What follows belongs to an exercise in optimizing a design on an open flow for small area, a short achievable clock period and few clock cycles per item; a production flow would make more cautious choices. Function was not checked in any run shown here: the RTL went through the layout flow alone. No activity file was given, so power comes from the tool's default toggle rates.

## flow/design.v (module list and top-level ports; edited modules follow where they fit)
// module alu_core: 129 lines
// module pfx_add: 58 lines
// module alu_unit: 57 lines
// module booth_mul: 121 lines
// module mul_tree: 1020 lines
// module execute: 34 lines
// module execute_top: 101 lines
module execute_top (
    input  logic        clk,
    input  logic        rst,
    input  logic        flush,
    input  logic        alu_issue,
    input  logic [6:0]  alu_op_code,
    input  logic [2:0]  alu_funct3,
    input  logic [6:0]  alu_funct7,
    input  logic [31:0] alu_imm,
    input  logic [31:0] alu_pc,
    input  logic [31:0] alu_rs1,
    input  logic [31:0] alu_rs2,
    input  logic [5:0]  alu_pd,
    input  logic [4:0]  alu_rd,
    input  logic [4:0]  alu_rob,
    input  logic        alu_pred_taken,
    input  logic [31:0] alu_btb_pc_next,
    input  logic        mul_issue,
    input  logic [2:0]  mul_funct3,
    input  logic [31:0] mul_rs1,
    input  logic [31:0] mul_rs2,
    input  logic [5:0]  mul_pd,
    input  logic [4:0]  mul_rd,
    input  logic [4:0]  mul_rob,
    input  logic [31:0] mul_pc,
    output logic        mul_ready,
    output logic        alu_wb_valid,
    output logic [31:0] alu_pv,
    output logic [5:0]  alu_wb_pd,
    output logic [4:0]  alu_wb_rd,
    output logic [31:0] alu_wb_pc,
    output logic [4:0]  alu_wb_rob,
    output logic [31:0] alu_pc_next,
    output logic        alu_update_pc_next,
    output logic        alu_branch_taken,
    output logic        mul_wb_valid,
    output logic [31:0] mul_pv,
    output logic [5:0]  mul_wb_pd,
    output logic [4:0]  mul_wb_rd,
    output logic [31:0] mul_wb_pc,
    output logic [4:0]  mul_wb_rob
);
  // ...
==> flow/flow/run.sh <==
#!/bin/bash
set -o pipefail
export SETUP_SLACK_MARGIN=6
export BUFFER_PORTS_ARGS="-buffer_cell sky130_fd_sc_hd__buf_2"
bash standard.sh > standard.log 2>&1
==> flow/standard.sh <==
#!/bin/bash
# synth_recipe.tcl (not shown) runs the flow's synth.tcl, then flattens the netlist and writes it again
# the make line also repeats each setting of config.mk as NAME=value (left out here)
make -C /OpenROAD-flow-scripts/flow DESIGN_CONFIG=/design/flow/config.mk WORK_HOME=/design/flow/orfs CLKGATE_MAP_FILE= SYNTH_SCRIPT=/design/flow/synth_recipe.tcl "${@:-finish}"
==> flow/config.mk <==
export PLATFORM = sky130hd
export DESIGN_NAME = execute_top
export DESIGN_NICKNAME = execute_top
export VERILOG_FILES = /design/flow/design.v
export SDC_FILE = /design/flow/constraint.sdc
export NUM_CORES = 4
export LEC_CHECK = 0
export ABC_AREA = 1
export CAP_MARGIN = 20
export CORE_MARGIN = 2
export CORE_UTILIZATION = 40
export SLEW_MARGIN = 20
==> flow/constraint.sdc <==
create_clock -name core_clock -period 10.0 [get_ports {clk}]
set_input_delay 2.0000 -clock core_clock [delete_from_list [all_inputs] [get_ports {clk}]]
set_output_delay 2.0000 -clock core_clock [all_outputs]
set_load 0.01 [all_outputs]
==> flow_metrics.env, run 1 <==
export IMPL_status="timing/DRC/antenna clean"
export IMPL_seq_share_pct=22.2
export IMPL_synth_top_area_cell="dfxtp_1"
export IMPL_postCtsSetupRepairBufs=8
export IMPL_busiest_layer="met2"
export IMPL_synthMuxAreaShare_pct=0.0384
export IMPL_critical_path_class="input port to flip-flop"
export IMPL_clkCellAreaFrac_pct=4.51
export IMPL_power_density_mw_per_mm2=284
export IMPL_die_area_mm2=0.133
export IMPL_syn_area_per_cell_um2=7.92
export IMPL_drt_drc_violations_left=0
export IMPL_grt_max_degree=69
export IMPL_met3WireLength_um=23000
export IMPL_synth_fp_nets=7626
export IMPL_cpPeakStageDelay_ns=0.34
export IMPL_buf_share_pct=6.06
export IMPL_coreArea_mm2=0.129
export IMPL_grt_pass1_wl_um=308000
export IMPL_pwr_share_seq_pct=22.2
export IMPL_num_nets_final=7956
export IMPL_top_level_ports=511
export IMPL_hold_end="u_execute.u_booth_mul.tag2[17]"
export IMPL_swShare_pct=47.7
export IMPL_hold_viol=0
export IMPL_top_layer_used="met5"
export IMPL_clkbuf_count=94
export IMPL_total_power_mw=17.0
export IMPL_vias_per_cell=5.70
export IMPL_htreeDepth=3
export IMPL_grt_usage_pct=30.9
export IMPL_top_regs="u_execute.u_booth_mul.x2 x62, u_execute.u_booth_mul.y2 x62, u_execute.u_booth_mul.z2 x57"
export IMPL_antenna_found_initial=37
export IMPL_reg2reg_slack_ns=6.05
export IMPL_finalSetupTns_ns=0
export IMPL_synth_seq_cells=663
export IMPL_worstPathArrival_ns=4.54
export IMPL_drive_gt1_share_pct=14.0
export IMPL_drt_iter0_markers=6403
export IMPL_clockRootBuffer="clkbuf_16"
export IMPL_peakVddDrop_mv=0.235
export IMPL_wl_um=214000
==> module alu_core, before the edit <==
module alu_core (
    input  exec_pkg::issue_entry_t  entry,
    output logic [32-1:0]   pv_a,
    output logic [32-1:0]   pv_b,
    output logic [32-1:0]   pc_next,
    output logic                    update_pc_next,
    output logic                    branch_taken
);
    localparam int XL = 32;
    logic [6:0]    op;
    logic [2:0]    f3;
    logic          f7_5;
    logic [XL-1:0] a, rs2, imm, pc, btb, b;
    assign op   = entry.op_code;
    assign f3   = entry.funct3;
    assign f7_5 = entry.funct7[5];
    assign imm  = entry.imm;
    assign pc   = entry.pc;
    assign btb  = entry.btb_pc_next;
    assign a    = entry.rs1_v;
    assign rs2  = entry.rs2_v;
    logic is_br, is_jal, is_jalr, is_lui, is_auipc, is_alu, is_op, use_rs2;
    assign is_br    = op[6] & ~op[2];
    assign is_jal   = op[6] & op[3];
    assign is_jalr  = op[6] & op[2] & ~op[3];
    assign is_lui   = ~op[6] & op[2] & op[5];
    assign is_auipc = ~op[6] & op[2] & ~op[5];
    assign is_alu   = ~op[6] & ~op[2];
    assign is_op    = ~op[6] & ~op[2] & op[5];
    assign use_rs2  = op[5] & ~op[2];
    assign b = use_rs2 ? rs2 : imm;
    logic [XL-1:0] rr, ri, pc_imm, pc_4;
    logic          rr_co, ri_co, pi_co;
    pfx_add #(.W(XL)) u_rr (
        .a (a), .b (rs2 ^ {XL{f7_5}}), .cin (f7_5), .s (rr), .cout (rr_co)
    );
    pfx_add #(.W(XL)) u_ri (
        .a (a), .b (imm), .cin (1'b0), .s (ri), .cout (ri_co)
    );
    pfx_add #(.W(XL)) u_pi (
        .a (pc), .b (imm), .cin (1'b0), .s (pc_imm), .cout (pi_co)
    );
    assign pc_4 = {pc[XL-1:2] + 1'b1, pc[1:0]};
    logic [XL-1:0] c_rr_s, c_ri_s;
    logic          c_rr_co, c_ri_co;
    pfx_add #(.W(XL)) u_c_rr (
        .a (a), .b (~rs2), .cin (1'b1), .s (c_rr_s), .cout (c_rr_co)
    );
    pfx_add #(.W(XL)) u_c_ri (
        .a (a), .b (~imm), .cin (1'b1), .s (c_ri_s), .cout (c_ri_co)
    );
    logic ltu_rr, lt_rr, ltu_ri, lt_ri, eq_rr;
    assign ltu_rr = ~c_rr_co;
    assign lt_rr  = (a[XL-1] ^ rs2[XL-1]) ? a[XL-1] : ltu_rr;
    assign ltu_ri = ~c_ri_co;
    assign lt_ri  = (a[XL-1] ^ imm[XL-1]) ? a[XL-1] : ltu_ri;
    assign eq_rr  = (a == rs2);
    logic          left, fill;
    logic [4:0]    shamt;
    logic [XL-1:0] sh_in, sh_out, sh_res;
    logic [2*XL-1:0] sh_wide;
    assign left  = ~f3[2];
    assign fill  = ~left & f7_5 & a[XL-1];
    assign shamt = use_rs2 ? rs2[4:0] : imm[4:0];
    always_comb begin
        for (int i = 0; i < XL; i++) begin
            sh_in[i] = left ? a[XL-1-i] : a[i];
        end
    end
    assign sh_wide = {{XL{fill}}, sh_in} >> shamt;
    assign sh_out  = sh_wide[XL-1:0];
    always_comb begin
        for (int i = 0; i < XL; i++) begin
            sh_res[i] = left ? sh_out[XL-1-i] : sh_out[i];
        end
    end
    logic [XL-1:0] need_i, gen_i, prop_i;
    logic          eq_imm, eq_4;
    assign prop_i = pc ^ imm;
    assign gen_i  = pc & imm;
    assign need_i = prop_i ^ btb;
    always_comb begin
        eq_imm = ~need_i[0];
        for (int i = 1; i < XL; i++) begin
            eq_imm = eq_imm & (need_i[i] == (gen_i[i-1] | (need_i[i-1] & prop_i[i-1])));
        end
    end
    assign eq_4 = (btb == pc_4);
    logic taken, redirect;
    always_comb begin
        case (f3)
            3'b000:  taken = eq_rr;
            3'b001:  taken = ~eq_rr;
            3'b100:  taken = lt_rr;
            3'b101:  taken = ~lt_rr;
            3'b110:  taken = ltu_rr;
            default: taken = ~ltu_rr;
        endcase
    end
    assign redirect = taken ? (~entry.pred_taken | ~eq_imm) : (entry.pred_taken | ~eq_4);
    logic sel_pc4, sel_pi, sel_rr, sel_ri, sel_lui, sel_b;
    assign sel_pc4 = op[6] & op[2];
    assign sel_pi  = is_auipc;
    assign sel_rr  = is_op & (f3 == 3'b000);
    assign sel_ri  = is_alu & ~op[5] & (f3 == 3'b000);
    assign sel_lui = is_lui;
    assign sel_b   = is_alu & (f3 != 3'b000);
    assign pv_a = ({XL{sel_pc4}} & pc_4) | ({XL{sel_pi}} & pc_imm)
                | ({XL{sel_rr}} & rr) | ({XL{sel_ri}} & ri);
    logic [XL-1:0] alu_b;
    always_comb begin
        case (f3)
            3'b010:  alu_b = {{(XL-1){1'b0}}, use_rs2 ? lt_rr : lt_ri};
            3'b011:  alu_b = {{(XL-1){1'b0}}, use_rs2 ? ltu_rr : ltu_ri};
            3'b100:  alu_b = a ^ b;
            3'b110:  alu_b = a | b;
            3'b111:  alu_b = a & b;
            default: alu_b = sh_res;
        endcase
    end
    assign pv_b = ({XL{sel_lui}} & imm) | ({XL{sel_b}} & alu_b);
    logic br_redir;
    assign br_redir = is_br & redirect;
    assign pc_next  = ({XL{is_jal | (br_redir & taken)}} & pc_imm)
                    | ({XL{is_jalr}} & {ri[XL-1:1], 1'b0})
                    | ({XL{br_redir & ~taken}} & pc_4);
    assign update_pc_next = is_jalr | br_redir;
    assign branch_taken   = is_br & taken;
endmodule
==> inputs of run 2 (changes only) <==
--- a/flow/design.v
+++ b/flow/design.v
@@ -84,7 +84,7 @@
     assign btb  = entry.btb_pc_next;
     assign a    = entry.rs1_v;
     assign rs2  = entry.rs2_v;
-    logic is_br, is_jal, is_jalr, is_lui, is_auipc, is_alu, is_op, use_rs2;
+    logic is_br, is_jal, is_jalr, is_lui, is_auipc, is_alu, is_op;
     assign is_br    = op[6] & ~op[2];
     assign is_jal   = op[6] & op[3];
     assign is_jalr  = op[6] & op[2] & ~op[3];
@@ -92,8 +92,7 @@
     assign is_auipc = ~op[6] & op[2] & ~op[5];
     assign is_alu   = ~op[6] & ~op[2];
     assign is_op    = ~op[6] & ~op[2] & op[5];
-    assign use_rs2  = op[5] & ~op[2];
-    assign b = use_rs2 ? rs2 : imm;
+    assign b = op[5] ? rs2 : imm;
     logic [XL-1:0] rr, ri, pc_imm, pc_4;
     logic          rr_co, ri_co, pi_co;
     pfx_add #(.W(XL)) u_rr (
@@ -126,7 +125,7 @@
     logic [2*XL-1:0] sh_wide;
     assign left  = ~f3[2];
     assign fill  = ~left & f7_5 & a[XL-1];
-    assign shamt = use_rs2 ? rs2[4:0] : imm[4:0];
+    assign shamt = op[5] ? rs2[4:0] : imm[4:0];
     always_comb begin
         for (int i = 0; i < XL; i++) begin
             sh_in[i] = left ? a[XL-1-i] : a[i];
@@ -175,8 +174,8 @@
     logic [XL-1:0] alu_b;
     always_comb begin
         case (f3)
-            3'b010:  alu_b = {{(XL-1){1'b0}}, use_rs2 ? lt_rr : lt_ri};
-            3'b011:  alu_b = {{(XL-1){1'b0}}, use_rs2 ? ltu_rr : ltu_ri};
+            3'b010:  alu_b = {{(XL-1){1'b0}}, op[5] ? lt_rr : lt_ri};
+            3'b011:  alu_b = {{(XL-1){1'b0}}, op[5] ? ltu_rr : ltu_ri};
             3'b100:  alu_b = a ^ b;
             3'b110:  alu_b = a | b;
             3'b111:  alu_b = a & b;
--- a/flow/config.mk
+++ b/flow/config.mk
@@ -9,4 +9,4 @@
 export CAP_MARGIN = 20
 export CORE_MARGIN = 2
 export CORE_UTILIZATION = 40
-export SLEW_MARGIN = 20
+export SLEW_MARGIN = 60
==> run 2 against run 1 <==
  * Still clean on timing, DRC and antenna
  * Clock power down 6.7%
  * Combinational power about the same
  * Sequential share of layout area up 0.20 points
  * Power down 0.14%
  * Utilization up 0.21 points
  * Register-to-register slack better by 0.05 ns
  * Maximum frequency down 1.7%
  * Cell count down 1.3%
  * Sequential cell count unchanged
  * Die area down 0.73%
  * Sequential power about the same
  * Largest cell class unchanged
==> flow_metrics.env, run 2 <==
export IMPL_netlist_instances=6484
export IMPL_fp_dieH_um=364
export IMPL_grt_pass1_vias=46900
export IMPL_fmax_ghz=0.247
export IMPL_initial_core_util_pct=40.4
export IMPL_syn_area_per_cell_um2=7.98
export IMPL_coreArea_mm2=0.128
export IMPL_max_cap_viol_count=0
export IMPL_pwr_share_clk_pct=16.3
export IMPL_r2r_cells=9
export IMPL_reg2reg_slack_ns=6.10
export IMPL_synth_ff_type="dfxtp_1"
export IMPL_tightestPinTransition_ns=0.610
export IMPL_wire_per_inst_um=25.0
export IMPL_die_w_um=364
export IMPL_htreeDepth=3
export IMPL_cp_common_cell="nand3_1"
export IMPL_worst_path_buf_inv=3
export IMPL_layout_common_cells="nand2_1, inv_1, dfxtp_1, buf_2, o22ai_1"
export IMPL_overflow=0
export IMPL_crit_fanout=10
export IMPL_critical_path_class="input port to flip-flop"
export IMPL_slew_headroom_pct=59.3
export IMPL_synth_top_area_share_pct=25.7
export IMPL_cp_end_kind="flip-flop"
export IMPL_synth_fp_nets=7529
export IMPL_synth_seq_cells=663
export IMPL_hold_worst_slack_ns=0.314
export IMPL_grt_usage_pct=31.3
export IMPL_num_nets_final=7876
export IMPL_wl_um=215000
export IMPL_rsz0062_at_grt="true"
export IMPL_top_level_ports=511
export IMPL_top_regs="u_execute.u_booth_mul.x2 x62, u_execute.u_booth_mul.y2 x62, u_execute.u_booth_mul.z2 x57"
export IMPL_vias=49600
export IMPL_vias_per_cell=5.76
export IMPL_cts_buffers=72
export IMPL_synthTopCellsByCount="nand2_1, inv_1, dfxtp_1"
export IMPL_dr_pass1_iters=6
export IMPL_reg2reg_from="u_execute.u_booth_mul.neg1[2]"
export IMPL_grt_max_degree=74
export IMPL_ys_seq_area_share_pct=25.7
export IMPL_num_rows=131
export IMPL_power_density_mw_per_mm2=285
export IMPL_async_flop_share_pct=0
export IMPL_min_period_over_period_pct=40.4
export IMPL_cp_endpoint="u_execute.u_alu_unit.pvb_q[14]"
export IMPL_yosys_cell_count_top_type="nand2_1"
export IMPL_crit_path_start="alu_imm[0]"
export IMPL_worstSetupStartpointType="input port"
export IMPL_antenna_found_initial=28
export IMPL_synth_top_area_cell="dfxtp_1"
export IMPL_p_int_mw=8.83
export IMPL_netlist_top_cells_area="dfxtp_1, fa_1, ha_1, xor2_1, nand2_1"
export IMPL_drive_gt1_share_pct=14.7
export IMPL_cpPeakStageDelay_ns=0.32
export IMPL_io_buffers=500
export IMPL_total_power_mw=17.0
export IMPL_drt_drc_violations_left=0
export IMPL_status="timing/DRC/antenna clean"
export IMPL_layout_commonest_cell="nand2_1"
export IMPL_min_path_type="flip-flop to flip-flop"
export IMPL_die_area_mm2=0.132
export IMPL_ctsHoldBuffers=0
export IMPL_cp_num_cells=14
export IMPL_crit_chain="buf_2 -> clkinvlp_4 -> o21ai_4 -> buf_6 -> nand2_1 -> o21ai_1 -> o21ai_0 -> or2_2 -> nand3_1 -> nand3_1 -> nand3_1 -> nand3_1 -> nand3_1 -> o21ai_1"
export IMPL_pwr_share_seq_pct=22.3
export IMPL_slew_violations=0
export IMPL_cp_required_ns=10.55
export IMPL_critPathTopFamily="simple AND/OR/NAND/NOR gates"
export IMPL_hold_viol=0
export IMPL_cts_tree="yes"
export IMPL_worstReg2RegEnd="u_execute.u_booth_mul.y2[38]"
export IMPL_peakVddDrop_mv=0.279
export IMPL_syn_area_mm2=0.0517
export IMPL_combPwrFrac_pct=61.4
export IMPL_setup_viol=0
export IMPL_power_switching_mw=8.15
export IMPL_fin_crit_ns=4.04
export IMPL_crit_slowest_cell="or2_2"
export IMPL_synth_distinct_cells=57
export IMPL_cts_buffer_depth=3
export IMPL_fin_skew_ns=0.0374
export IMPL_syn2layout_area_growth_pct=15.2
export IMPL_fill_cells=12700
export IMPL_grt_pass1_wl_um=308000
export IMPL_clkTransAtPathRegs_ns=0.06
export IMPL_swShare_pct=48.0
export IMPL_hpwlAfterDp_um=167000
export IMPL_drt_iter0_markers=6499
export IMPL_power_leakage_nw=27.9
export IMPL_finalSetupTns_ns=0
export IMPL_gp_congestion=1.01
export IMPL_detail_route_antenna_nets=0
export IMPL_clock_latency_ns=0.68
export IMPL_synth_edf_count=0
export IMPL_yosys_warnings=7
export IMPL_cts_sinks=663
export IMPL_clockRootBuffer="clkbuf_16"
export IMPL_worstPathArrival_ns=4.59
run 2: worst min-delay path by stage:
stage,to,startpoint,cells after the start,slack [ns]
after floorplan,u_execute.u_booth_mul.lo2,u_execute.u_booth_mul.lo1,0,0.31
after global placement,u_execute.u_booth_mul.tag3[34],u_execute.u_booth_mul.tag2[34],0,0.31
after detailed placement,u_execute.u_booth_mul.tag2[36],u_execute.u_booth_mul.tag1[36],0,0.31
after CTS,u_execute.u_booth_mul.tag2[7],u_execute.u_booth_mul.tag1[7],0,0.31
after global routing,u_execute.u_booth_mul.tag2[7],u_execute.u_booth_mul.tag1[7],0,0.32
final,u_execute.u_booth_mul.tag2[7],u_execute.u_booth_mul.tag1[7],0,0.31
run 2: cell type report:
cell class,instances,area [um^2],area share (%)
clock buffers,99,2080,3.48
flip-flops and latches,663,13300,22.4
well taps,1729,2160,3.63
repair buffers,634,3830,6.43
clock inverters,31,392,0.657
multi-input cells,4534,34300,57.5
diodes,8,20.0,0.0336
inverters,926,3530,5.92
run 2: power by group through the flow:
stage | clock (mW) | combinational, mW | sequential (mW)
floorplan | 0 | 5.87 | 3.70
detailed placement | 0 | 10.1 | 3.83
global placement | 0 | 9.88 | 3.81
CTS | 2.83 | 10.2 | 3.77
finish | 2.78 | 10.4 | 3.79
global route | 2.93 | 11.4 | 3.83
run 2: cells by family (layout without fill, tap and decap cells):
kind of cell             Yosys count  in the layout  share of synthesized area [%]
buffers and inverters           1289           1690                           9.52
AND/OR/NAND/NOR                 1974           1976                           16.5
adder cells (fa/ha/maj)          731            731                           22.9
multiplexers                       5              5                         0.0968
AO/OA/AOI/OAI                   1286           1286                           16.2
flip-flops                       663            663                           25.7
XOR/XNOR                         535            535                           9.09
other                              1              9                        0.00725
run 2: metal layers:
layer / vias to the layer above / GRT usage (%) / part of all wire (%)
met5: - / 0 / 0.030
met4: 10 / 16.7 / 6.6
met3: 685 / 7.52 / 10
met2: 3070 / 50.1 / 44
met1: 23400 / 38.8 / 39
li1: 22500 / - / -
run 2: metrics by stage:
step,setup slack [ns],area [um^2],cells,utilization (%)
finish,5.96,59600,8624,46.6
global route,5.95,59600,8618,46.5
CTS,5.94,58700,8572,45.8
detailed placement,4.86,56100,8439,43.8
global placement,4.74,55800,8429,43.6
floorplan,5.52,52000,6484,-
run 2: timing repair:
action,4_1_cts,5_1_grt
gates cloned,1,7
setup endpoints to repair,82,105
endpoints found under the hold margin,0,0
buffers inserted,2,35
resized for setup,25,104
pin swaps,3,28
==> inputs of run 3 (changes only) <==
==> flow/flow/run.sh (replaced) <==
#!/bin/bash
set -o pipefail
export SETUP_SLACK_MARGIN=6.3
export BUFFER_PORTS_ARGS="-buffer_cell sky130_fd_sc_hd__buf_2"
bash standard.sh > standard.log 2>&1
==> run 3 against run 2 <==
  * Design area up 6.2%
  * Sequential cell count is the same
  * Cell count grew 1.1%
  * Register-to-register slack better by 0.16 ns
  * Via count is 1.7% higher
  * Die area did not move
  * Global-route usage increased by 2.0 points
  * Critical path type unchanged
  * Largest cell class unchanged
  * Largest power group unchanged
==> flow_metrics.env, run 3 <==
export IMPL_status="timing/DRC/antenna clean"
export IMPL_met3WireLength_um=24000
export IMPL_hold_worst_slack_ns=0.324
export IMPL_wire_per_inst_um=26.2
export IMPL_total_power_mw=18.0
export IMPL_fill_cells=12400
export IMPL_synth_edf_count=0
export IMPL_synth_top_area_cell="dfxtp_1"
export IMPL_synthTopCellsByCount="nand2_1, inv_1, dfxtp_1"
export IMPL_yosys_area_share_simple_pct=16.5
export IMPL_die_w_um=364
export IMPL_layout_commonest_cell="inv_1"
export IMPL_placed_area_mm2=0.0564
export IMPL_hpwlAfterDp_um=173000
export IMPL_synth_ff_type="dfxtp_1"
export IMPL_initial_core_util_pct=40.4
export IMPL_netlist_top_cells_area="dfxtp_1, fa_1, ha_1, xor2_1, nand2_1"
export IMPL_fmax_ghz=0.257
export IMPL_cts_tree="yes"
export IMPL_synth_seq_cells=663
export IMPL_grt_pass1_wl_um=325000
export IMPL_vias=50500
export IMPL_cts_buffers=78
export IMPL_synth_top_area_share_pct=25.7
export IMPL_grt_pass1_vias=47900
export IMPL_detail_route_antenna_nets=0
export IMPL_grt_usage_pct=33.3
export IMPL_rsz0062_at_grt="true"
export IMPL_wl_um=229000
export IMPL_cp_end_kind="flip-flop"
export IMPL_fp_dieH_um=364
export IMPL_overflow=0
export IMPL_design_area_mm2=0.0633
export IMPL_crit_fanout=7
export IMPL_synthXorXnorAreaFrac_pct=9.09
export IMPL_slew_violations=0
export IMPL_top_layer_used="met5"
export IMPL_fin_crit_ns=3.90
export IMPL_netlist_instances=6484
export IMPL_peakVddDrop_mv=0.252
export IMPL_num_nets_final=7974
export IMPL_clockRootBuffer="clkbuf_16"
export IMPL_clock_latency_ns=0.70
export IMPL_async_flop_share_pct=0
export IMPL_setup_viol=0
export IMPL_num_rows=131
export IMPL_antenna_found_initial=12
export IMPL_min_path_type="flip-flop to flip-flop"
export IMPL_synth_distinct_cells=57
export IMPL_gp_congestion=1.02
export IMPL_tightestPinTransition_ns=0.633
export IMPL_syn_area_per_cell_um2=7.98
export IMPL_drive_gt1_share_pct=21.6
export IMPL_slew_headroom_pct=57.7
export IMPL_syn2layout_area_growth_pct=22.4
export IMPL_max_cap_viol_count=0
export IMPL_finalSetupTns_ns=0
export IMPL_power_leakage_nw=29.1
export IMPL_syn_area_mm2=0.0517
export IMPL_min_period_over_period_pct=39.0
export IMPL_top_level_ports=511
export IMPL_vias_per_cell=5.78
export IMPL_die_area_mm2=0.132
export IMPL_final_seq_area_mm2=0.0133
export IMPL_cts_sinks=663
export IMPL_synth_compound_area_share_pct=16.2
export IMPL_grt_max_degree=51
export IMPL_multiInputGateArea_mm2=0.0364
export IMPL_layout_common_cells="inv_1, nand2_1, dfxtp_1, o22ai_1, xor2_1"
export IMPL_htreeDepth=3
export IMPL_drt_drc_violations_left=0
export IMPL_drt_iter0_markers=5865
export IMPL_yosys_warnings=7
export IMPL_hold_viol=0
export IMPL_cts_buffer_depth=3
export IMPL_postLayoutSetupSlackWorst_ns=6.10
export IMPL_synth_fp_nets=7529
export IMPL_dpl_cell_count=8437
export IMPL_top_regs="u_execute.u_booth_mul.x2 x62, u_execute.u_booth_mul.y2 x62, u_execute.u_booth_mul.z2 x57"
export IMPL_yosys_cell_count_top_type="nand2_1"
export IMPL_dr_pass1_iters=9
export IMPL_dp_slack_ns=4.49
export IMPL_synthMuxAreaShare_pct=0.0968
export IMPL_route_met2_wl_um=98500
export IMPL_cp_required_ns=10.55
export IMPL_ys_seq_area_share_pct=25.7
export IMPL_critical_path_class="input port to flip-flop"
export IMPL_io_buffers=500
export IMPL_synth_adder_area_share_pct=22.9
export IMPL_power_density_mw_per_mm2=284
export IMPL_finish_utilization_pct=49.5
export IMPL_fin_cells=8723
export IMPL_routedLengthMet1_um=88700
export IMPL_synth_top_family_by_area="adder cells"
export IMPL_worstSetupStartpointType="input port"
export IMPL_coreArea_mm2=0.128
export IMPL_fin_skew_ns=0.0432
export IMPL_worstPathArrival_ns=4.45
export IMPL_clkTransAtPathRegs_ns=0.06
## run 3: cell counts after synthesis
Identical to the previous run, type by type.
## run 3: worst paths after layout
path,cells after the start,endpoint,from,slack (ns)
setup / recovery,13,u_execute.u_alu_unit.pcn_q[28],alu_pc[6],6.10
hold / removal,0,u_execute.u_booth_mul.tag3[33],u_execute.u_booth_mul.tag2[33],0.32
setup reg to reg,10,u_execute.u_booth_mul.y2[34],u_execute.u_booth_mul.a1[23],6.26
hold reg to reg,0,u_execute.u_booth_mul.tag3[33],u_execute.u_booth_mul.tag2[33],0.32
## run 3: report_power, final
part | internal, mW | leakage, nW | switching (mW)
registers | 3.35 | 5.58 | 0.452
clock network | 1.60 | 1.24 | 1.28
logic | 4.24 | 22.3 | 7.06
## run 3: layer usage
layer | global-route usage, % | vias to the layer above
li1 | - | 22700
met1 | 41.5 | 24000
met2 | 51.7 | 3026
met3 | 8.75 | 718
met4 | 19.5 | 8
met5 | 0 | -
## run 3: logic make-up after synthesis
logic type                 count (synthesis)
AOI/OAI and AO/OA                       1286
xor gates and xnor gates                 535
adders and majority gates                731
buffers and inverters                   1289
DFF                                      663
muxes                                      5
other                                      1
and+or+nand+nor                         1974
## run 3: repair_timing
action | in CTS | in global routing
setup endpoints to repair | 131 | 139
pin swaps | 54 | 132
hold buffers | 0 | 0
buffers inserted | 36 | 81
endpoints found under the hold margin | 0 | 0
resized for setup | 243 | 510
gates cloned | 10 | 9
## run 3: cell type report
type,count,share of cell area [%]
Tap cell,1729,3.42
Clock buffer,95,3.31
Clock inverter,47,0.747
Inverter,926,5.72
Multi-Input combinational cell,4536,57.4
Timing Repair Buffer,724,8.29
Antenna cell,3,0.0119
Sequential cell,663,21.1
## run 3: worst max-delay path: stages
cell	delay, ns
buf_8	0.16
nand2_4	0.09
nor2_4	0.14
nand2_4	0.14
xor2_2	0.27
xor2_1	0.18
nand4_1	0.31
nor2_4	0.31
nand4_4	0.29
buf_6	0.23
buf_12	0.12
nand4_1	0.11
nand3_4	0.08
==> inputs of run 4 (changes only) <==
==> flow/flow/run.sh (replaced) <==
#!/bin/bash
set -o pipefail
export SETUP_SLACK_MARGIN=6
export BUFFER_PORTS_ARGS="-buffer_cell sky130_fd_sc_hd__buf_2"
bash standard.sh > standard.log 2>&1
--- a/flow/config.mk
+++ b/flow/config.mk
@@ -9,4 +9,6 @@
 export CAP_MARGIN = 20
 export CORE_MARGIN = 2
 export CORE_UTILIZATION = 40
+export CTS_BUF_LIST = sky130_fd_sc_hd__clkbuf_8
+export CTS_CLUSTER_SIZE = 25
 export SLEW_MARGIN = 60
==> run 4 against run 3 <==
  * Still clean
  * Design area fell by 6.8%
  * Clock skew fell by 0.0085 ns
  * Die area did not move
  * Global-route usage fell by 2.0 points
  * Critical path type unchanged
==> flow_metrics.env, run 4 <==
export IMPL_synth_top_family_by_area="adder cells"
export IMPL_status="timing/DRC/antenna clean"
export IMPL_synth_top_area_share_pct=25.7
export IMPL_synth_ff_type="dfxtp_1"
export IMPL_ctsHoldBuffers=0
export IMPL_vias_per_cell=5.70
export IMPL_initial_core_util_pct=40.4
export IMPL_io_buffers=500
export IMPL_max_cap_viol_count=0
export IMPL_clock_latency_ns=0.82
export IMPL_fmax_ghz=0.252
export IMPL_syn2layout_area_growth_pct=14.1
export IMPL_synth_edf_count=0
export IMPL_async_flop_share_pct=0
export IMPL_cp_required_ns=10.70
export IMPL_top_regs="u_execute.u_booth_mul.x2 x62, u_execute.u_booth_mul.y2 x62, u_execute.u_booth_mul.z2 x57"
export IMPL_gp_congestion=1.01
export IMPL_detail_route_antenna_nets=0
export IMPL_fin_crit_ns=3.97
export IMPL_peakVddDrop_mv=0.303
export IMPL_worstPathArrival_ns=4.66
export IMPL_rsz0062_at_grt="false"
export IMPL_cts_sinks=663
export IMPL_cp_end_kind="flip-flop"
export IMPL_synthTopCellsByCount="nand2_1, inv_1, dfxtp_1"
export IMPL_die_area_mm2=0.132
export IMPL_clkTransAtPathRegs_ns=0.06
export IMPL_synth_compound_area_share_pct=16.2
export IMPL_synth_adder_area_share_pct=22.9
export IMPL_grt_usage_pct=31.2
export IMPL_num_nets_final=7878
export IMPL_cts_buffers=110
export IMPL_power_density_mw_per_mm2=286
export IMPL_drt_drc_violations_left=0
export IMPL_synth_distinct_cells=57
export IMPL_worstReg2RegEnd="u_execute.u_booth_mul.y2[32]"
export IMPL_wl_um=213000
export IMPL_hpwlAfterDp_um=167000
export IMPL_total_power_mw=16.9
export IMPL_drive_gt1_share_pct=14.5
export IMPL_power_leakage_nw=27.8
export IMPL_worstSetupStartpointType="input port"
export IMPL_synth_top_area_cell="dfxtp_1"
export IMPL_yosys_warnings=7
export IMPL_top_level_ports=511
export IMPL_r2r_cells=10
export IMPL_fp_dieH_um=364
export IMPL_grt_max_degree=74
export IMPL_min_period_over_period_pct=39.7
export IMPL_crit_fanout=37
export IMPL_synthMuxAreaShare_pct=0.0968
export IMPL_tightestPinTransition_ns=0.645
export IMPL_synth_fp_nets=7529
export IMPL_reg2reg_slack_ns=6.06
export IMPL_clockRootBuffer="clkbuf_8"
export IMPL_drt_iter0_markers=6308
export IMPL_dp_slack_ns=4.86
export IMPL_layout_commonest_cell="nand2_1"
export IMPL_synthXorXnorAreaFrac_pct=9.09
export IMPL_vias=49400
export IMPL_htreeDepth=3
export IMPL_design_area_mm2=0.0590
export IMPL_overflow=0
export IMPL_min_path_type="flip-flop to flip-flop"
export IMPL_netlist_top_cells_area="dfxtp_1, fa_1, ha_1, xor2_1, nand2_1"
export IMPL_cts_tree="yes"
export IMPL_synth_seq_cells=663
export IMPL_slew_headroom_pct=57.0
export IMPL_postLayoutSetupSlackWorst_ns=6.03
export IMPL_cts_buffer_depth=3
export IMPL_die_w_um=364
export IMPL_num_rows=131
export IMPL_yosys_area_share_simple_pct=16.5
export IMPL_syn_area_per_cell_um2=7.98
export IMPL_layout_common_cells="nand2_1, inv_1, dfxtp_1, buf_2, o22ai_1"
export IMPL_grt_pass1_vias=47000
export IMPL_slew_violations=0
export IMPL_cp_endpoint="u_execute.u_alu_unit.pvb_q[14]"
export IMPL_setup_viol=0
export IMPL_yosys_cell_count_top_type="nand2_1"
export IMPL_fin_skew_ns=0.0347
export IMPL_grt_pass1_wl_um=307000
export IMPL_coreArea_mm2=0.128
export IMPL_hold_viol=0
export IMPL_antenna_found_initial=31
export IMPL_ys_seq_area_share_pct=25.7
export IMPL_netlist_instances=6484
export IMPL_crit_path_start="alu_op_code[5]"
export IMPL_placed_area_mm2=0.0561
export IMPL_wire_per_inst_um=24.6
export IMPL_reg2reg_from="u_execute.u_booth_mul.m1_1[0]"
export IMPL_syn_area_mm2=0.0517
export IMPL_dr_pass1_iters=7
export IMPL_critical_path_class="input port to flip-flop"
export IMPL_finalSetupTns_ns=0
## run 4: cell counts after synthesis
No cell type changed its count.
## run 4: critical path: stages
cell     delay [ns]
buf_2          0.19
buf_12         0.24
nand2_1        0.07
o21ai_1        0.07
buf_4          0.33
o21ai_0        0.26
nand2_1        0.11
o21ai_0        0.15
or2_2          0.33
nand3_1        0.12
nand3_1        0.14
nand3_1        0.11
nand3_1        0.22
nand3_1        0.19
o21ai_1        0.07
## run 4: area by class of cell
type	count	area, um^2
Multi-Input combinational cell	4533	34000
Fill cell	12800	69000
Inverter	926	3520
Antenna cell	13	32.5
Timing Repair Buffer	599	3380
Tap cell	1729	2160
Sequential cell	663	13300
Clock buffer	133	1830
Clock inverter	72	722
## run 4: cells by family after synthesis
logic type                 Yosys count
and+or+nand+nor                   1974
buffers and inverters             1289
AOI/OAI and AO/OA                 1286
adders and majority gates          731
DFF                                663
xor gates and xnor gates           535
muxes                                5
other                                1
## run 4: worst min-delay path by stage
stage | from | end | cells past startpoint
6_report | u_execute.u_booth_mul.tag2[45] | u_execute.u_booth_mul.tag3[45] | 0
3_3_place_gp | u_execute.u_booth_mul.tag2[34] | u_execute.u_booth_mul.tag3[34] | 0
5_1_grt | u_execute.u_booth_mul.tag2[45] | u_execute.u_booth_mul.tag3[45] | 0
4_1_cts | u_execute.u_booth_mul.tag2[45] | u_execute.u_booth_mul.tag3[45] | 0
3_5_place_dp | u_execute.u_booth_mul.tag1[36] | u_execute.u_booth_mul.tag2[36] | 0
2_1_floorplan | u_execute.u_booth_mul.lo1 | u_execute.u_booth_mul.lo2 | 0
## run 4: timing repair
action / 4_1_cts / 5_1_grt
setup buffers: 0 / 8
hold endpoints to repair: 0 / 0
gates cloned: 1 / 1
setup endpoints to repair: 36 / 74
pin swaps: 1 / 5
gates resized for setup: 12 / 44
## run 4: where the power goes
part           switching [mW]  internal [mW]  leakage [nW]
clock network            1.18           1.54          1.39
registers               0.437           3.35          5.57
logic                    6.56           3.83          20.8
## run 4: per-stage QoR
step | std cells | util (%) | hold slack [ns]
after floorplan | 6484 | - | 0.310
after global placement | 8429 | 43.6 | 0.310
after detailed placement | 8439 | 43.8 | 0.312
after CTS | 8645 | 45.8 | 0.314
after global routing | 8660 | 46.1 | 0.320
final | 8668 | 46.1 | 0.313
## run 4: layer usage
layer | wire length, um | global-route usage, % | share of wire, % | up-vias
li1 | - | - | - | 22500
met5 | 94 | 0 | 0.044 | -
met4 | 13600 | 16.6 | 6.4 | 14
met1 | 82000 | 38.6 | 38 | 23200
met3 | 22400 | 8.08 | 11 | 680
met2 | 95000 | 49.9 | 45 | 2954
==> inputs of run 5 (changes only) <==
--- a/flow/config.mk
+++ b/flow/config.mk
@@ -12,3 +12,4 @@
 export CTS_BUF_LIST = sky130_fd_sc_hd__clkbuf_8
 export CTS_CLUSTER_SIZE = 25
 export SLEW_MARGIN = 60
+export TNS_END_PERCENT = 30
==> run 5 against run 4 <==
  * Wire length up 1.3%
  * Power grew 0.69%
  * Sequential power about the same
  * Worst hold slack worse by 0.022 ns
  * Cell count about the same
  * Synthesized cell count is the same
  * Via count rose by 0.27%
  * Sequential cell count stayed put
  * Critical path depth is 5 lower
  * Sequential share of layout area barely moved
  * Clock power hardly changed
  * Utilization barely moved
  * Largest power group unchanged
==> flow_metrics.env, run 5 <==
export IMPL_fin_crit_ns=3.99
export IMPL_cp_end_kind="flip-flop"
export IMPL_synth_fp_nets=7529
export IMPL_yosys_cell_count_top_type="nand2_1"
export IMPL_fill_cells=12900
export IMPL_fmax_ghz=0.251
export IMPL_top_level_ports=511
export IMPL_async_flop_share_pct=0
export IMPL_io_buffers=500
export IMPL_power_leakage_nw=27.8
export IMPL_grt_pass1_vias=47000
export IMPL_top_layer_used="met5"
export IMPL_r2r_cells=10
export IMPL_gp_congestion=1.02
export IMPL_syn_area_per_cell_um2=7.98
export IMPL_wl_um=216000
export IMPL_grt_max_degree=72
export IMPL_hold_viol=0
export IMPL_min_period_over_period_pct=39.9
export IMPL_worstSetupStartpointType="flip-flop"
export IMPL_drt_iter0_markers=6659
export IMPL_routedLengthMet1_um=82000
export IMPL_die_w_um=364
export IMPL_top_regs="u_execute.u_booth_mul.x2 x62, u_execute.u_booth_mul.y2 x62, u_execute.u_booth_mul.z2 x57"
export IMPL_hold_end="u_execute.u_booth_mul.tag2[18]"
export IMPL_initial_core_util_pct=40.4
export IMPL_cts_sinks=663
export IMPL_overflow=0
export IMPL_netlist_top_cells_area="dfxtp_1, fa_1, ha_1, xor2_1, nand2_1"
export IMPL_cts_buffer_depth=3
export IMPL_fin_skew_ns=0.0813
export IMPL_antenna_found_initial=34
export IMPL_worstReg2RegEnd="u_execute.u_booth_mul.y2[33]"
export IMPL_setup_viol=0
export IMPL_ctsHoldBuffers=0
export IMPL_vias_per_cell=5.71
export IMPL_clockRootBuffer="clkbuf_8"
export IMPL_synth_ff_type="dfxtp_1"
export IMPL_drive_gt1_share_pct=14.2
export IMPL_netlist_instances=6484
export IMPL_rsz0062_at_grt="true"
export IMPL_coreArea_mm2=0.128
export IMPL_drt_drc_violations_left=0
export IMPL_vias=49500
export IMPL_reg2reg_from="u_execute.u_booth_mul.m1_1[1]"
export IMPL_cts_buffers=111
export IMPL_clock_latency_ns=0.88
export IMPL_hold_worst_slack_ns=0.292
export IMPL_cp_required_ns=10.70
export IMPL_cts_tree="yes"
export IMPL_met3WireLength_um=22800
export IMPL_synthTopCellsByCount="nand2_1, inv_1, dfxtp_1"
export IMPL_syn_area_mm2=0.0517
export IMPL_grt_usage_pct=31.6
export IMPL_num_nets_final=7881
export IMPL_synth_seq_cells=663
export IMPL_synth_top_area_cell="dfxtp_1"
export IMPL_status="timing/DRC/antenna clean"
export IMPL_syn2layout_area_growth_pct=14.0
export IMPL_hpwlAfterDp_um=168000
export IMPL_num_rows=131
export IMPL_dr_pass1_iters=9
export IMPL_route_met2_wl_um=96500
export IMPL_critical_path_class="flip-flop to flip-flop"
export IMPL_clkTransAtPathRegs_ns=0.06
export IMPL_peakVddDrop_mv=0.272
export IMPL_min_path_type="flip-flop to flip-flop"
export IMPL_multiInputGateArea_mm2=0.0339
export IMPL_synth_distinct_cells=57
export IMPL_htreeDepth=3
export IMPL_slew_violations=0
export IMPL_slew_headroom_pct=59.2
export IMPL_layout_commonest_cell="inv_1"
export IMPL_ys_seq_area_share_pct=25.7
export IMPL_grt_pass1_wl_um=310000
export IMPL_fp_dieH_um=364
export IMPL_layout_common_cells="inv_1, nand2_1, dfxtp_1, buf_2, o22ai_1"
export IMPL_wire_per_inst_um=24.9
export IMPL_crit_fanout=32
export IMPL_tightestPinTransition_ns=0.611
export IMPL_synth_edf_count=0
export IMPL_reg2reg_slack_ns=6.01
export IMPL_die_area_mm2=0.132
export IMPL_hold_start="u_execute.u_booth_mul.tag1[18]"
export IMPL_yosys_warnings=7
export IMPL_max_cap_viol_count=0
export IMPL_hold_path_depth=0
export IMPL_final_seq_area_mm2=0.0133
export IMPL_detail_route_antenna_nets=0
export IMPL_power_density_mw_per_mm2=288
export IMPL_worstPathArrival_ns=4.69
export IMPL_synth_top_area_share_pct=25.7
export IMPL_finalSetupTns_ns=0
==> run 5: worst max-delay path, cell delays in order, from the launching register on <==
cell	delay (ns)
dfxtp_1	0.46
inv_1	0.10
buf_4	0.43
o22ai_1	0.16
a221oi_1	0.30
xor2_1	0.25
fa_1	0.48
fa_1	0.65
inv_1	0.09
fa_1	0.40
fa_1	0.46
==> run 5: area by class of cell <==
| class | instances | area share, % |
|---|---|---|
| Multi-Input combinational cell | 4532 | 57.5 |
| Sequential cell | 663 | 22.6 |
| Inverter | 926 | 5.94 |
| Timing Repair Buffer | 602 | 5.82 |
| Tap cell | 1729 | 3.67 |
| Clock buffer | 133 | 3.10 |
| Clock inverter | 68 | 1.23 |
| Antenna cell | 19 | 0.0806 |
==> run 5: logic make-up (layout without fill, tap and decap cells) <==
family / count (synthesis) / count (layout) / synth area share (%)
adders and majority gates: 731 / 731 / 22.9
AOI/OAI and AO/OA: 1286 / 1286 / 16.2
DFF: 663 / 663 / 25.7
muxes: 5 / 5 / 0.0968
xor gates and xnor gates: 535 / 535 / 9.09
other: 1 / 20 / 0.00725
and+or+nand+nor: 1974 / 1974 / 16.5
buffers and inverters: 1289 / 1729 / 9.52
==> run 5: power by group <==
group / internal, mW / leakage [nW] / switching, mW
registers: 3.35 / 5.57 / 0.436
logic: 3.84 / 20.9 / 6.63
clock network: 1.54 / 1.40 / 1.21
total: 8.73 / 27.8 / 8.28
==> run 5: per-layer routing <==
layer,GRT usage [%],vias up
met1,39.2,23300
met5,0,-
met4,17.4,10
met3,7.43,688
li1,-,22500
met2,50.6,3030
==> run 5: worst max-delay path by stage <==
stage | start | depth (start not counted) | endpoint
finish | u_execute.u_booth_mul.m1_1[1] | 10 | u_execute.u_booth_mul.y2[33]
global route | u_execute.u_booth_mul.m1_1[1] | 10 | u_execute.u_booth_mul.y2[33]
CTS | u_execute.u_booth_mul.x2[3] | 21 | u_execute.u_booth_mul.pv3[29]
detailed placement | alu_funct7[5] | 13 | u_execute.u_alu_unit.pva_q[16]
global placement | alu_funct3[2] | 13 | u_execute.u_alu_unit.pcn_q[17]
floorplan | alu_funct7[5] | 14 | u_execute.u_alu_unit.pva_q[16]
==> run 5: timing repair <==
item,4_1_cts,5_1_grt
buffers inserted,0,11
setup endpoints to repair,14,85
cloned,0,3
pin swaps,0,6
resized for setup,11,32
==> run 5: through the flow <==
| stage | cell area [um^2] | std cells | util, % | worst slack (ns) | power, mW |
|---|---|---|---|---|---|
| finish | 59000 | 8672 | 46.1 | 6.01 | 17.0 |
| global route | 58900 | 8659 | 46.0 | 5.92 | 18.1 |
| CTS | 58500 | 8634 | 45.7 | 5.97 | 16.9 |
| detailed placement | 55900 | 8433 | 43.7 | 4.90 | 14.0 |
| global placement | 55600 | 8424 | 43.4 | 4.38 | 13.7 |
| floorplan | 51800 | 6484 | - | 5.52 | 9.56 |
==> inputs of run 6 (changes only) <==
--- a/flow/design.v
+++ b/flow/design.v
@@ -93,26 +93,24 @@
     assign is_alu   = ~op[6] & ~op[2];
     assign is_op    = ~op[6] & ~op[2] & op[5];
     assign b = op[5] ? rs2 : imm;
-    logic [XL-1:0] rr, ri, pc_imm, pc_4;
-    logic          rr_co, ri_co, pi_co;
-    pfx_add #(.W(XL)) u_rr (
-        .a (a), .b (rs2 ^ {XL{f7_5}}), .cin (f7_5), .s (rr), .cout (rr_co)
+    logic [XL-1:0] add_rr, sub_rr, ri, pc_imm, pc_4, c_ri_s;
+    logic          add_rr_co, c_rr_co, ri_co, pi_co, c_ri_co;
+    pfx_add #(.W(XL)) u_add_rr (
+        .a (a), .b (rs2), .cin (1'b0), .s (add_rr), .cout (add_rr_co)
+    );
+    pfx_add #(.W(XL)) u_sub_rr (
+        .a (a), .b (~rs2), .cin (1'b1), .s (sub_rr), .cout (c_rr_co)
     );
     pfx_add #(.W(XL)) u_ri (
         .a (a), .b (imm), .cin (1'b0), .s (ri), .cout (ri_co)
     );
+    pfx_add #(.W(XL)) u_c_ri (
+        .a (a), .b (~imm), .cin (1'b1), .s (c_ri_s), .cout (c_ri_co)
+    );
     pfx_add #(.W(XL)) u_pi (
         .a (pc), .b (imm), .cin (1'b0), .s (pc_imm), .cout (pi_co)
     );
     assign pc_4 = {pc[XL-1:2] + 1'b1, pc[1:0]};
-    logic [XL-1:0] c_rr_s, c_ri_s;
-    logic          c_rr_co, c_ri_co;
-    pfx_add #(.W(XL)) u_c_rr (
-        .a (a), .b (~rs2), .cin (1'b1), .s (c_rr_s), .cout (c_rr_co)
-    );
-    pfx_add #(.W(XL)) u_c_ri (
-        .a (a), .b (~imm), .cin (1'b1), .s (c_ri_s), .cout (c_ri_co)
-    );
     logic ltu_rr, lt_rr, ltu_ri, lt_ri, eq_rr;
     assign ltu_rr = ~c_rr_co;
     assign lt_rr  = (a[XL-1] ^ rs2[XL-1]) ? a[XL-1] : ltu_rr;
@@ -162,15 +160,17 @@
         endcase
     end
     assign redirect = taken ? (~entry.pred_taken | ~eq_imm) : (entry.pred_taken | ~eq_4);
-    logic sel_pc4, sel_pi, sel_rr, sel_ri, sel_lui, sel_b;
+    logic sel_pc4, sel_pi, sel_add, sel_sub, sel_ri, sel_lui, sel_b;
     assign sel_pc4 = op[6] & op[2];
     assign sel_pi  = is_auipc;
-    assign sel_rr  = is_op & (f3 == 3'b000);
+    assign sel_add = is_op & (f3 == 3'b000) & ~f7_5;
+    assign sel_sub = is_op & (f3 == 3'b000) & f7_5;
     assign sel_ri  = is_alu & ~op[5] & (f3 == 3'b000);
     assign sel_lui = is_lui;
     assign sel_b   = is_alu & (f3 != 3'b000);
     assign pv_a = ({XL{sel_pc4}} & pc_4) | ({XL{sel_pi}} & pc_imm)
-                | ({XL{sel_rr}} & rr) | ({XL{sel_ri}} & ri);
+                | ({XL{sel_add}} & add_rr) | ({XL{sel_sub}} & sub_rr)
+                | ({XL{sel_ri}} & ri);
     logic [XL-1:0] alu_b;
     always_comb begin
         case (f3)
--- a/flow/config.mk
+++ b/flow/config.mk
@@ -9,7 +9,4 @@
 export CAP_MARGIN = 20
 export CORE_MARGIN = 2
 export CORE_UTILIZATION = 40
-export CTS_BUF_LIST = sky130_fd_sc_hd__clkbuf_8
-export CTS_CLUSTER_SIZE = 25
 export SLEW_MARGIN = 60
-export TNS_END_PERCENT = 30
==> run 6 against run 5 <==
  * Design area is 3.7% higher
  * Utilization increased by 1.2 points
  * Maximum frequency down 24%
  * Wire length decreased by 1.1%
  * Sequential cell count unchanged
  * Sequential share of layout area decreased by 0.81 points
  * Non-clock buffer count rose by 62
  * First-iteration DRC count is 2.4% lower
  * Clock skew down 0.051 ns
  * Sequential power about the same
  * Critical path depth up 23
  * Critical endpoint is now u_execute.u_alu_unit.pva_q[5]
  * Highest routed layer unchanged
==> flow_metrics.env, run 6 <==
export IMPL_synthTopCellsByCount="nand2_1, inv_1, dfxtp_1"
export IMPL_synth_top_area_share_pct=25.4
export IMPL_htreeDepth=3
export IMPL_crit_slowest_cell="ha_4"
export IMPL_top_level_ports=511
export IMPL_gp_congestion=1.03
export IMPL_dr_pass1_iters=7
export IMPL_cp_common_cell="buf_4"
export IMPL_design_area_mm2=0.0611
export IMPL_top_regs="u_execute.u_booth_mul.x2 x62, u_execute.u_booth_mul.y2 x62, u_execute.u_booth_mul.z2 x57"
export IMPL_layout_commonest_cell="nand2_1"
export IMPL_hpwlAfterDp_um=165000
export IMPL_worst_path_buf_inv=25
export IMPL_power_leakage_nw=28.8
export IMPL_max_cap_viol_count=0
export IMPL_netlist_top_cells_area="dfxtp_1, fa_1, ha_1, nand2_1, xor2_1"
export IMPL_antenna_found_initial=19
export IMPL_synth_top_area_cell="dfxtp_1"
export IMPL_synth_distinct_cells=61
export IMPL_cpPeakStageDelay_ns=0.28
export IMPL_drt_iter0_markers=6502
export IMPL_synth_fp_nets=7683
export IMPL_synth_ff_type="dfxtp_1"
export IMPL_async_flop_share_pct=0
export IMPL_ctsHoldBuffers=0
export IMPL_setup_viol=0
export IMPL_wire_per_inst_um=24.2
export IMPL_detail_route_antenna_nets=0
export IMPL_tightestPinTransition_ns=0.696
export IMPL_fp_dieH_um=365
export IMPL_worstSetupStartpointType="input port"
export IMPL_critPathTopFamily="buffers and inverters"
export IMPL_syn_area_per_cell_um2=7.88
export IMPL_cts_buffer_depth=3
export IMPL_num_rows=132
export IMPL_power_density_mw_per_mm2=276
export IMPL_synth_edf_count=0
export IMPL_syn2layout_area_growth_pct=17.1
export IMPL_drt_drc_violations_left=0
export IMPL_peakVddDrop_mv=0.283
export IMPL_num_nets_final=8057
export IMPL_yosys_warnings=7
export IMPL_layout_common_cells="nand2_1, inv_1, dfxtp_1, o22ai_1, buf_2"
export IMPL_fin_cells=8815
export IMPL_total_power_mw=16.9
export IMPL_hold_worst_slack_ns=0.324
export IMPL_cts_buffers=76
export IMPL_syn_area_mm2=0.0522
export IMPL_wl_um=213000
export IMPL_vias_per_cell=5.68
export IMPL_hold_viol=0
export IMPL_finalSetupTns_ns=0
export IMPL_clkTransAtPathRegs_ns=0.06
export IMPL_worstPathArrival_ns=5.75
export IMPL_grt_pass1_wl_um=310000
export IMPL_ys_seq_area_share_pct=25.4
export IMPL_netlist_instances=6631
export IMPL_critical_path_class="input port to flip-flop"
export IMPL_crit_fanout=4
export IMPL_clockRootBuffer="clkbuf_16"
export IMPL_cts_tree="yes"
export IMPL_slew_headroom_pct=53.6
export IMPL_slew_violations=0
export IMPL_yosys_cell_count_top_type="nand2_1"
export IMPL_cp_required_ns=10.53
export IMPL_io_buffers=500
export IMPL_fill_cells=12900
export IMPL_min_path_type="flip-flop to flip-flop"
export IMPL_fin_crit_ns=5.23
export IMPL_dpl_cell_count=8582
export IMPL_status="timing/DRC/antenna clean"
export IMPL_fin_skew_ns=0.0300
export IMPL_drive_gt1_share_pct=16.3
export IMPL_vias=50000
export IMPL_die_w_um=365
export IMPL_clock_latency_ns=0.66
export IMPL_fmax_ghz=0.191
export IMPL_overflow=0
export IMPL_coreArea_mm2=0.129
export IMPL_min_period_over_period_pct=52.3
export IMPL_initial_core_util_pct=40.3
export IMPL_die_area_mm2=0.133
export IMPL_cp_end_kind="flip-flop"
export IMPL_placed_area_mm2=0.0566
export IMPL_grt_usage_pct=31.0
export IMPL_rsz0062_at_grt="true"
export IMPL_grt_pass1_vias=47800
export IMPL_cts_sinks=663
export IMPL_synth_seq_cells=663
export IMPL_grt_max_degree=63
==> run 6: worst register-to-register path: cells and delay by family (launching register included) <==
kind | cells | cell delay, ns
fa+ha+maj | 4 | 1.98
compound gates | 2 | 0.58
buf+inv | 4 | 0.58
flops | 1 | 0.45
xor+xnor | 1 | 0.17
==> run 6: stage by stage <==
| step | utilization (%) | setup slack [ns] |
|---|---|---|
| floorplan | - | 4.96 |
| global placement | 43.5 | 3.48 |
| finish | 47.2 | 4.77 |
| global route | 47.2 | 4.71 |
| detailed placement | 43.7 | 3.71 |
| CTS | 46.5 | 4.94 |
==> run 6: path summary, 6_finish.rpt <==
kind,start,endpoint,slack [ns],cells after the start
worst max register to register,u_execute.u_booth_mul.m1_1[1],u_execute.u_booth_mul.y2[31],6.10,11
worst min-delay path,u_execute.u_booth_mul.tag2[10],u_execute.u_booth_mul.tag3[10],0.32,0
worst min register to register,u_execute.u_booth_mul.tag2[10],u_execute.u_booth_mul.tag3[10],0.32,0
worst max-delay path,alu_rs2[2],u_execute.u_alu_unit.pva_q[5],4.77,33
==> run 6: cell families after synthesis <==
group,after synthesis,share of synthesized area [%]
muxes,7,0.134
adders and majority gates,738,22.9
other,1,0.00718
AOI/OAI and AO/OA,1323,16.5
buffers and inverters,1299,9.54
DFF,663,25.4
xor gates and xnor gates,503,8.45
and+or+nand+nor,2097,17.1
==> run 6: area by class of cell <==
cell class                 count  area (um^2)  area share, %
antenna                        8         20.0         0.0327
clock buffer                  94         2070           3.38
clock inverter                44          621           1.01
inverter                     929         3570           5.83
multi-input combinational   4671        35200           57.6
sequential                   663        13300           21.8
tap                         1742         2180           3.56
timing repair buffer         664         4120           6.73
==> run 6: what timing repair did <==
action | in CTS | in global routing
setup buffers | 46 | 31
pin swaps | 37 | 63
cloned | 4 | 1
endpoints found under the hold margin | 0 | 0
endpoints found under the setup margin | 79 | 96
resized for setup | 131 | 165
==> run 6: routing by layer <==
layer	wire, um	vias to the layer above	GRT usage, %
met5	82	-	0
met4	14200	10	16.6
met3	22300	667	7.73
met2	93700	2977	49.0
met1	83300	23500	38.8
li1	-	22900	-
==> run 6: power breakdown <==
part           total (mW)  switching, mW  internal, mW  leakage (nW)
Combinational        10.1           6.23          3.84          21.9
Sequential           3.78          0.431          3.35          5.57
Clock                3.02           1.22          1.80          1.33
Total                16.9           7.88          8.99          28.8

==> re-timing with driven ports <==
The results above use ideal ports. As a check the final layouts listed here were re-extracted and re-timed, cells and wires unchanged.
Step 1 assumes that a clkbuf_16 drives the clock port and a buf_2 every other input.
Step 2 times the ports against the registers' clock, not the clock port: input delays grow and output delays shrink by t, the midpoint of the rising clock arrivals with the driver on.
Slacks: ideal / step 1 / step 2; pairs: ideal / step 1.
run	t, ns	setup WS [ns]	worst data-port slew with drivers (ns)
run 1	0.760	6.029 / 6.038 / 5.277	0.17
run 2	0.750	5.959 / 5.967 / 5.217	0.13
run 3	0.759	6.103 / 6.121 / 5.362	0.21
run 4	0.910	6.033 / 6.065 / 5.176	0.13
run 5	0.931	6.013 / 6.013 / 5.110	0.14
run 6	0.734	4.772 / 4.776 / 4.042	0.17
After both steps setup and hold are still met in every run listed. The setup slack of run 5, which loses most, moves by 0.000 ns with the drivers and by -0.903 ns with both steps.
